This is an optimization exercise on Yosys and OpenROAD, whose aim is small area, a short achievable clock period and few clock cycles per item, not a production implementation.
The RTL was checked by simulation tests, not by an equivalence proof against the original design.
No activity file was given, so power comes from the tool's default toggle rates.

==> run Y <==
==> flow/design.v <==
package hafir_pkg;
  localparam int MAX_LINE_WIDTH = 4096;
  localparam int COL_W = 12;
  localparam int LW_W = 13;
  localparam int CH_W = 8;
  localparam int PIX_W = 24;
endpackage
module hafir_lane #(
  parameter int CPA = 1    
) (
  input  logic       k_pass,
  input  logic       k1,
  input  logic       k3,
  input  logic [7:0] a,
  input  logic [7:0] b,
  input  logic [7:0] c,
  input  logic [7:0] d,
  input  logic [7:0] e,
  output logic [7:0] filt
);
  logic [11:0] o1, o2, o3, p, q;
  logic [11:0] x1, y1, x2, y2, x3, y3;
  logic [11:0] sum;
  assign o1 = {3'd0, b, 1'b0};
  assign o2 = {3'd0, d, 1'b0};
  assign o3 = {3'd0, c, 1'b0};
  assign p  = k3 ? {4'd0, a} : {3'd0, c, 1'b0};
  assign q  = ({12{k1}} & {1'b0, c, 3'b000}) | ({12{k3}} & {4'd0, e});
  assign x1 = o1 ^ o2 ^ o3;
  assign y1 = {(o1[10:0] & o2[10:0]) | (o1[10:0] & o3[10:0]) | (o2[10:0] & o3[10:0]), 1'b0};
  assign x2 = x1 ^ y1 ^ p;
  assign y2 = {(x1[10:0] & y1[10:0]) | (x1[10:0] & p[10:0]) | (y1[10:0] & p[10:0]), 1'b0};
  assign x3 = x2 ^ y2 ^ q;
  assign y3 = {(x2[10:0] & y2[10:0]) | (x2[10:0] & q[10:0]) | (y2[10:0] & q[10:0]), 1'b0};
  if (CPA == 0) begin : g_add
    assign sum = x3 + y3;
  end else if (CPA == 1) begin : g_skl
    logic [11:0] g [5];
    logic [11:0] t [5];
    always_comb begin
      g[0] = x3 & y3;
      t[0] = x3 ^ y3;
      for (int l = 0; l < 4; l++) begin
        for (int i = 0; i < 12; i++) begin
          if (((i >> l) & 1) == 1) begin
            g[l+1][i] = g[l][i] | (t[l][i] & g[l][((i >> l) << l) - 1]);
            t[l+1][i] = t[l][i] & t[l][((i >> l) << l) - 1];
          end else begin
            g[l+1][i] = g[l][i];
            t[l+1][i] = t[l][i];
          end
        end
      end
    end
    assign sum = t[0] ^ {g[4][10:0], 1'b0};
  end else begin : g_rc
    logic [12:0] cy;
    assign cy[0] = 1'b0;
    for (genvar i = 0; i < 12; i++) begin : g_bit
      assign sum[i]  = x3[i] ^ y3[i] ^ cy[i];
      assign cy[i+1] = (x3[i] & y3[i]) | (x3[i] & cy[i]) | (y3[i] & cy[i]);
    end
  end
  assign filt = k_pass ? c : (k1 ? sum[11:4] : sum[10:3]);
endmodule
module horizontal_antialias_fir_core (
  input  logic        clk,
  input  logic        rst_n,
  input  logic        in_valid,
  output logic        in_ready,
  input  logic [7:0]  red_in,
  input  logic [7:0]  green_in,
  input  logic [7:0]  blue_in,
  output logic        out_valid,
  input  logic        out_ready,
  output logic [7:0]  red_out,
  output logic [7:0]  green_out,
  output logic [7:0]  blue_out,
  output logic        line_end,
  input  logic        cfg_psel,
  input  logic        cfg_penable,
  input  logic        cfg_pwrite,
  input  logic [2:0]  cfg_paddr,
  input  logic [31:0] cfg_pwdata,
  output logic [31:0] cfg_prdata,
  output logic        cfg_pready
);
  logic [1:0]  filter_sel_r;
  logic [12:0] line_width_r;
  logic [11:0] col_r;
  logic [23:0] w0_r, w1_r, w2_r, w3_r;    
  logic        v2_r, v3_r;                
  logic        t2_r, t3_r;                
  logic        kp_r, k1_r, k3_r;          
  logic [24:0] o_r;                       
  logic        ov_r;
  logic [23:0] px;
  logic [23:0] filt;
  logic [1:0]  sel_nx;
  logic [12:0] lw_nx;
  logic        o_free;
  logic        in_acc;
  logic        cfg_wr;
  logic [12:0] col_inc;
  logic        last;
  logic        use_filt;
  logic        emit;
  logic        shift;
  assign px = {red_in, green_in, blue_in};
  assign cfg_pready = 1'b1;
  assign cfg_wr     = cfg_psel && cfg_penable && cfg_pwrite;
  assign cfg_prdata = cfg_paddr[2] ? {19'd0, line_width_r} : {30'd0, filter_sel_r};
  always_ff @(posedge clk) begin
    if (!rst_n) begin
      filter_sel_r <= 2'd0;
      line_width_r <= 13'd640;
    end else if (cfg_wr) begin
      if (cfg_paddr[2]) line_width_r <= cfg_pwdata[12:0];
      else              filter_sel_r <= cfg_pwdata[1:0];
    end
  end
  assign col_inc  = {1'b0, col_r} + 13'd1;
  assign last     = col_inc[12] || (col_inc >= line_width_r);
  assign sel_nx   = (cfg_wr && !cfg_paddr[2]) ? cfg_pwdata[1:0] : filter_sel_r;
  assign lw_nx    = (cfg_wr && cfg_paddr[2]) ? cfg_pwdata[12:0] : line_width_r;
  assign use_filt = in_acc ? (!last && (col_r >= 12'd3))
                           : ((col_r >= 12'd4) && ({1'b0, col_r} < lw_nx));
  always_ff @(posedge clk) begin
    if (!rst_n) begin
      kp_r <= 1'b1;
      k1_r <= 1'b0;
      k3_r <= 1'b0;
    end else begin
      kp_r <= !use_filt || (sel_nx == 2'd0);
      k1_r <= sel_nx == 2'd1;
      k3_r <= sel_nx == 2'd3;
    end
  end
  assign o_free   = !ov_r || out_ready;
  assign in_ready = !v2_r || o_free;
  assign in_acc   = in_valid && in_ready;
  assign emit     = o_free && v2_r && (in_acc || t2_r || (v3_r && t3_r));
  assign shift    = in_acc || ((!v3_r || t3_r) && (emit || (!v2_r && v3_r)));
  for (genvar l = 0; l < 3; l++) begin : g_lane
    hafir_lane u_lane (
      .k_pass     (kp_r),
      .k1         (k1_r),
      .k3         (k3_r),
      .a          (w0_r[l*8 +: 8]),
      .b          (w1_r[l*8 +: 8]),
      .c          (w2_r[l*8 +: 8]),
      .d          (w3_r[l*8 +: 8]),
      .e          (px[l*8 +: 8]),
      .filt       (filt[l*8 +: 8])
    );
  end
  always_ff @(posedge clk) begin
    if (!rst_n) begin
      v2_r  <= 1'b0;
      v3_r  <= 1'b0;
      col_r <= 12'd0;
    end else begin
      if (shift) begin
        v2_r <= v3_r;
        v3_r <= in_acc;
      end else if (emit) begin
        v2_r <= 1'b0;
      end
      if (in_acc) col_r <= last ? 12'd0 : col_inc[11:0];
    end
  end
  always_ff @(posedge clk) begin
    if (shift) begin
      w0_r <= w1_r;
      w1_r <= w2_r;
      w2_r <= w3_r;
      w3_r <= px;
      t2_r <= t3_r;
      t3_r <= last;
    end
  end
  always_ff @(posedge clk) begin
    if (!rst_n) ov_r <= 1'b0;
    else        ov_r <= emit || (ov_r && !out_ready);
  end
  always_ff @(posedge clk) begin
    if (o_free) o_r <= {filt, t2_r};
  end
  assign out_valid = ov_r;
  assign red_out   = o_r[24:17];
  assign green_out = o_r[16:9];
  assign blue_out  = o_r[8:1];
  assign line_end  = o_r[0];
endmodule
==> flow/flow/run.sh <==
#!/bin/bash
# The standard layout (the standard.sh, unchanged synthesis), with the
# port buffers inserted as buf_1 cells instead of the resizer's default pick.
set -euo pipefail
bash standard.sh "BUFFER_PORTS_ARGS=-buffer_cell sky130_fd_sc_hd__buf_1" finish > flow_make.log 2>&1
==> flow/standard.sh <==
#!/bin/bash
# synth_recipe.tcl (not shown) runs the flow's synth.tcl, then flattens the netlist and writes it again
# the make line also repeats each setting of config.mk as NAME=value (left out here)
make -C /OpenROAD-flow-scripts/flow DESIGN_CONFIG=/design/flow/config.mk WORK_HOME=/design/flow/orfs CLKGATE_MAP_FILE= SYNTH_SCRIPT=/design/flow/synth_recipe.tcl "${@:-finish}"
==> flow/config.mk <==
export PLATFORM = sky130hd
export DESIGN_NAME = horizontal_antialias_fir_core
export DESIGN_NICKNAME = horizontal_antialias_fir_core
export VERILOG_FILES = /design/flow/design.v
export SDC_FILE = /design/flow/constraint.sdc
export NUM_CORES = 4
export LEC_CHECK = 0
export CAP_MARGIN = 20
export CORE_MARGIN = 2
export CORE_UTILIZATION = 40
export CTS_BUF_LIST = sky130_fd_sc_hd__clkbuf_4 sky130_fd_sc_hd__clkbuf_8
export CTS_CLUSTER_SIZE = 25
export SETUP_SLACK_MARGIN = 4.5
export SLEW_MARGIN = 20
==> flow/constraint.sdc <==
create_clock -name core_clock -period 8.5 [get_ports {clk}]
set_input_delay 1.7000 -clock core_clock [delete_from_list [all_inputs] [get_ports {clk}]]
set_output_delay 1.7000 -clock core_clock [all_outputs]
set_load 0.01 [all_outputs]
==> run F (differences from run Y) <==
--- a/flow/design.v
+++ b/flow/design.v
@@ -27,10 +27,14 @@
   assign p  = k3 ? {4'd0, a} : {3'd0, c, 1'b0};
   assign q  = ({12{k1}} & {1'b0, c, 3'b000}) | ({12{k3}} & {4'd0, e});
-  assign x1 = o1 ^ o2 ^ o3;
-  assign y1 = {(o1[10:0] & o2[10:0]) | (o1[10:0] & o3[10:0]) | (o2[10:0] & o3[10:0]), 1'b0};
-  assign x2 = x1 ^ y1 ^ p;
-  assign y2 = {(x1[10:0] & y1[10:0]) | (x1[10:0] & p[10:0]) | (y1[10:0] & p[10:0]), 1'b0};
-  assign x3 = x2 ^ y2 ^ q;
-  assign y3 = {(x2[10:0] & y2[10:0]) | (x2[10:0] & q[10:0]) | (y2[10:0] & q[10:0]), 1'b0};
+  logic [11:0] h1, h2, h3;
+  assign h1 = o1 ^ o2;
+  assign x1 = h1 ^ o3;
+  assign y1 = {(o1[10:0] & o2[10:0]) | (h1[10:0] & o3[10:0]), 1'b0};
+  assign h2 = x1 ^ y1;
+  assign x2 = h2 ^ p;
+  assign y2 = {(x1[10:0] & y1[10:0]) | (h2[10:0] & p[10:0]), 1'b0};
+  assign h3 = x2 ^ y2;
+  assign x3 = h3 ^ q;
+  assign y3 = {(x2[10:0] & y2[10:0]) | (h3[10:0] & q[10:0]), 1'b0};
   if (CPA == 0) begin : g_add
     assign sum = x3 + y3;
@@ -97,6 +101,5 @@
   logic [23:0] px;
   logic [23:0] filt;
-  logic [1:0]  sel_nx;
-  logic [12:0] lw_nx;
+  logic        wr_d_r;
   logic        o_free;
   logic        in_acc;
@@ -122,21 +125,21 @@
   assign col_inc  = {1'b0, col_r} + 13'd1;
   assign last     = col_inc[12] || (col_inc >= line_width_r);
-  assign sel_nx   = (cfg_wr && !cfg_paddr[2]) ? cfg_pwdata[1:0] : filter_sel_r;
-  assign lw_nx    = (cfg_wr && cfg_paddr[2]) ? cfg_pwdata[12:0] : line_width_r;
   assign use_filt = in_acc ? (!last && (col_r >= 12'd3))
-                           : ((col_r >= 12'd4) && ({1'b0, col_r} < lw_nx));
+                           : ((col_r >= 12'd4) && ({1'b0, col_r} < line_width_r));
   always_ff @(posedge clk) begin
     if (!rst_n) begin
-      kp_r <= 1'b1;
-      k1_r <= 1'b0;
-      k3_r <= 1'b0;
+      wr_d_r <= 1'b0;
+      kp_r   <= 1'b1;
+      k1_r   <= 1'b0;
+      k3_r   <= 1'b0;
     end else begin
-      kp_r <= !use_filt || (sel_nx == 2'd0);
-      k1_r <= sel_nx == 2'd1;
-      k3_r <= sel_nx == 2'd3;
+      wr_d_r <= cfg_wr;
+      kp_r   <= !use_filt || (filter_sel_r == 2'd0);
+      k1_r   <= filter_sel_r == 2'd1;
+      k3_r   <= filter_sel_r == 2'd3;
     end
   end
   assign o_free   = !ov_r || out_ready;
-  assign in_ready = !v2_r || o_free;
+  assign in_ready = !wr_d_r && (!v2_r || o_free);
   assign in_acc   = in_valid && in_ready;
   assign emit     = o_free && v2_r && (in_acc || t2_r || (v3_r && t3_r));
==> flow/flow/run.sh (replaced) <==
#!/bin/bash
# The standard layout (the standard.sh, unchanged synthesis), with the
# port buffers inserted as buf_1 cells instead of the resizer's default pick.
set -euo pipefail
bash standard.sh "BUFFER_PORTS_ARGS=-buffer_cell sky130_fd_sc_hd__buf_1"  finish > flow_make.log 2>&1
Settings changed: CTS_BUF_LIST sky130_fd_sc_hd__clkbuf_4 sky130_fd_sc_hd__clkbuf_8 to sky130_fd_sc_hd__clkbuf_8, CTS_CLUSTER_DIAMETER set to 100, CTS_CLUSTER_SIZE 25 to 50, SETUP_SLACK_MARGIN 4.5 to 3.8.
==> run D (differences from run Y) <==
--- a/flow/design.v
+++ b/flow/design.v
@@ -27,10 +27,14 @@
   assign p  = k3 ? {4'd0, a} : {3'd0, c, 1'b0};
   assign q  = ({12{k1}} & {1'b0, c, 3'b000}) | ({12{k3}} & {4'd0, e});
-  assign x1 = o1 ^ o2 ^ o3;
-  assign y1 = {(o1[10:0] & o2[10:0]) | (o1[10:0] & o3[10:0]) | (o2[10:0] & o3[10:0]), 1'b0};
-  assign x2 = x1 ^ y1 ^ p;
-  assign y2 = {(x1[10:0] & y1[10:0]) | (x1[10:0] & p[10:0]) | (y1[10:0] & p[10:0]), 1'b0};
-  assign x3 = x2 ^ y2 ^ q;
-  assign y3 = {(x2[10:0] & y2[10:0]) | (x2[10:0] & q[10:0]) | (y2[10:0] & q[10:0]), 1'b0};
+  logic [11:0] h1, h2, h3;
+  assign h1 = o1 ^ o2;
+  assign x1 = h1 ^ o3;
+  assign y1 = {(o1[10:0] & o2[10:0]) | (h1[10:0] & o3[10:0]), 1'b0};
+  assign h2 = x1 ^ y1;
+  assign x2 = h2 ^ p;
+  assign y2 = {(x1[10:0] & y1[10:0]) | (h2[10:0] & p[10:0]), 1'b0};
+  assign h3 = x2 ^ y2;
+  assign x3 = h3 ^ q;
+  assign y3 = {(x2[10:0] & y2[10:0]) | (h3[10:0] & q[10:0]), 1'b0};
   if (CPA == 0) begin : g_add
     assign sum = x3 + y3;
@@ -97,6 +101,5 @@
   logic [23:0] px;
   logic [23:0] filt;
-  logic [1:0]  sel_nx;
-  logic [12:0] lw_nx;
+  logic        wr_d_r;
   logic        o_free;
   logic        in_acc;
@@ -122,21 +125,21 @@
   assign col_inc  = {1'b0, col_r} + 13'd1;
   assign last     = col_inc[12] || (col_inc >= line_width_r);
-  assign sel_nx   = (cfg_wr && !cfg_paddr[2]) ? cfg_pwdata[1:0] : filter_sel_r;
-  assign lw_nx    = (cfg_wr && cfg_paddr[2]) ? cfg_pwdata[12:0] : line_width_r;
   assign use_filt = in_acc ? (!last && (col_r >= 12'd3))
-                           : ((col_r >= 12'd4) && ({1'b0, col_r} < lw_nx));
+                           : ((col_r >= 12'd4) && ({1'b0, col_r} < line_width_r));
   always_ff @(posedge clk) begin
     if (!rst_n) begin
-      kp_r <= 1'b1;
-      k1_r <= 1'b0;
-      k3_r <= 1'b0;
+      wr_d_r <= 1'b0;
+      kp_r   <= 1'b1;
+      k1_r   <= 1'b0;
+      k3_r   <= 1'b0;
     end else begin
-      kp_r <= !use_filt || (sel_nx == 2'd0);
-      k1_r <= sel_nx == 2'd1;
-      k3_r <= sel_nx == 2'd3;
+      wr_d_r <= cfg_wr;
+      kp_r   <= !use_filt || (filter_sel_r == 2'd0);
+      k1_r   <= filter_sel_r == 2'd1;
+      k3_r   <= filter_sel_r == 2'd3;
     end
   end
   assign o_free   = !ov_r || out_ready;
-  assign in_ready = !v2_r || o_free;
+  assign in_ready = !wr_d_r && (!v2_r || o_free);
   assign in_acc   = in_valid && in_ready;
   assign emit     = o_free && v2_r && (in_acc || t2_r || (v3_r && t3_r));
==> flow/flow/run.sh (replaced) <==
#!/bin/bash
# The standard layout (the standard.sh, unchanged synthesis), with the
# port buffers inserted as buf_1 cells instead of the resizer's default pick.
set -euo pipefail
bash standard.sh "BUFFER_PORTS_ARGS=-buffer_cell sky130_fd_sc_hd__buf_1"  finish > flow_make.log 2>&1
Settings changed: CTS_BUF_LIST sky130_fd_sc_hd__clkbuf_4 sky130_fd_sc_hd__clkbuf_8 to not set, CTS_CLUSTER_SIZE 25 to not set, SETUP_SLACK_MARGIN 4.5 to 5.
==> notes <==
Via count: run Y > run D > run F.
Combinational power: run D > run Y > run F.
Run F ran to the end with no violations. Run Y passed the timing, design-rule and antenna checks. Run D completed without violations.
Non-clock buffer count, lowest first: run F, run D, run Y.
Sequential share of layout area, highest first: run F, run Y, run D.
Testbench counts of run Y, summed over its fixed seeds: cycles 27,321, items 27,129.
Testbench counts of run F, summed over its fixed seeds: cycles 27,321, items 27,129.
Testbench counts of run D, summed over its fixed seeds: cycles 27,321, items 27,129.

==> re-timing with driven ports <==
The results above use ideal ports. As a check the final layouts listed here were re-extracted and re-timed, cells and wires unchanged. Step 1 assumes that a clkbuf_16 drives the clock port and a buf_2 every other input. Step 2 also shifts input and output timing later by t, the mid clock arrival at the registers, as if the neighbouring blocks saw the same clock. Slacks: ideal / step 1 / step 2; pairs: ideal / step 1.
run | shift t [ns] | slack for setup (ns) | worst setup path at the end
run Y | 0.491 | 4.378 / 4.378 / 3.927 | input to register
run F | 0.492 | 4.140 / 4.118 / 3.958 | input to register
run D | 0.466 | 4.460 / 4.476 / 4.019 | input to register
After both steps every run listed still meets setup and hold. The setup slack of run Y, which loses most, moves by 0.000 ns with the drivers and by -0.451 ns with both steps.
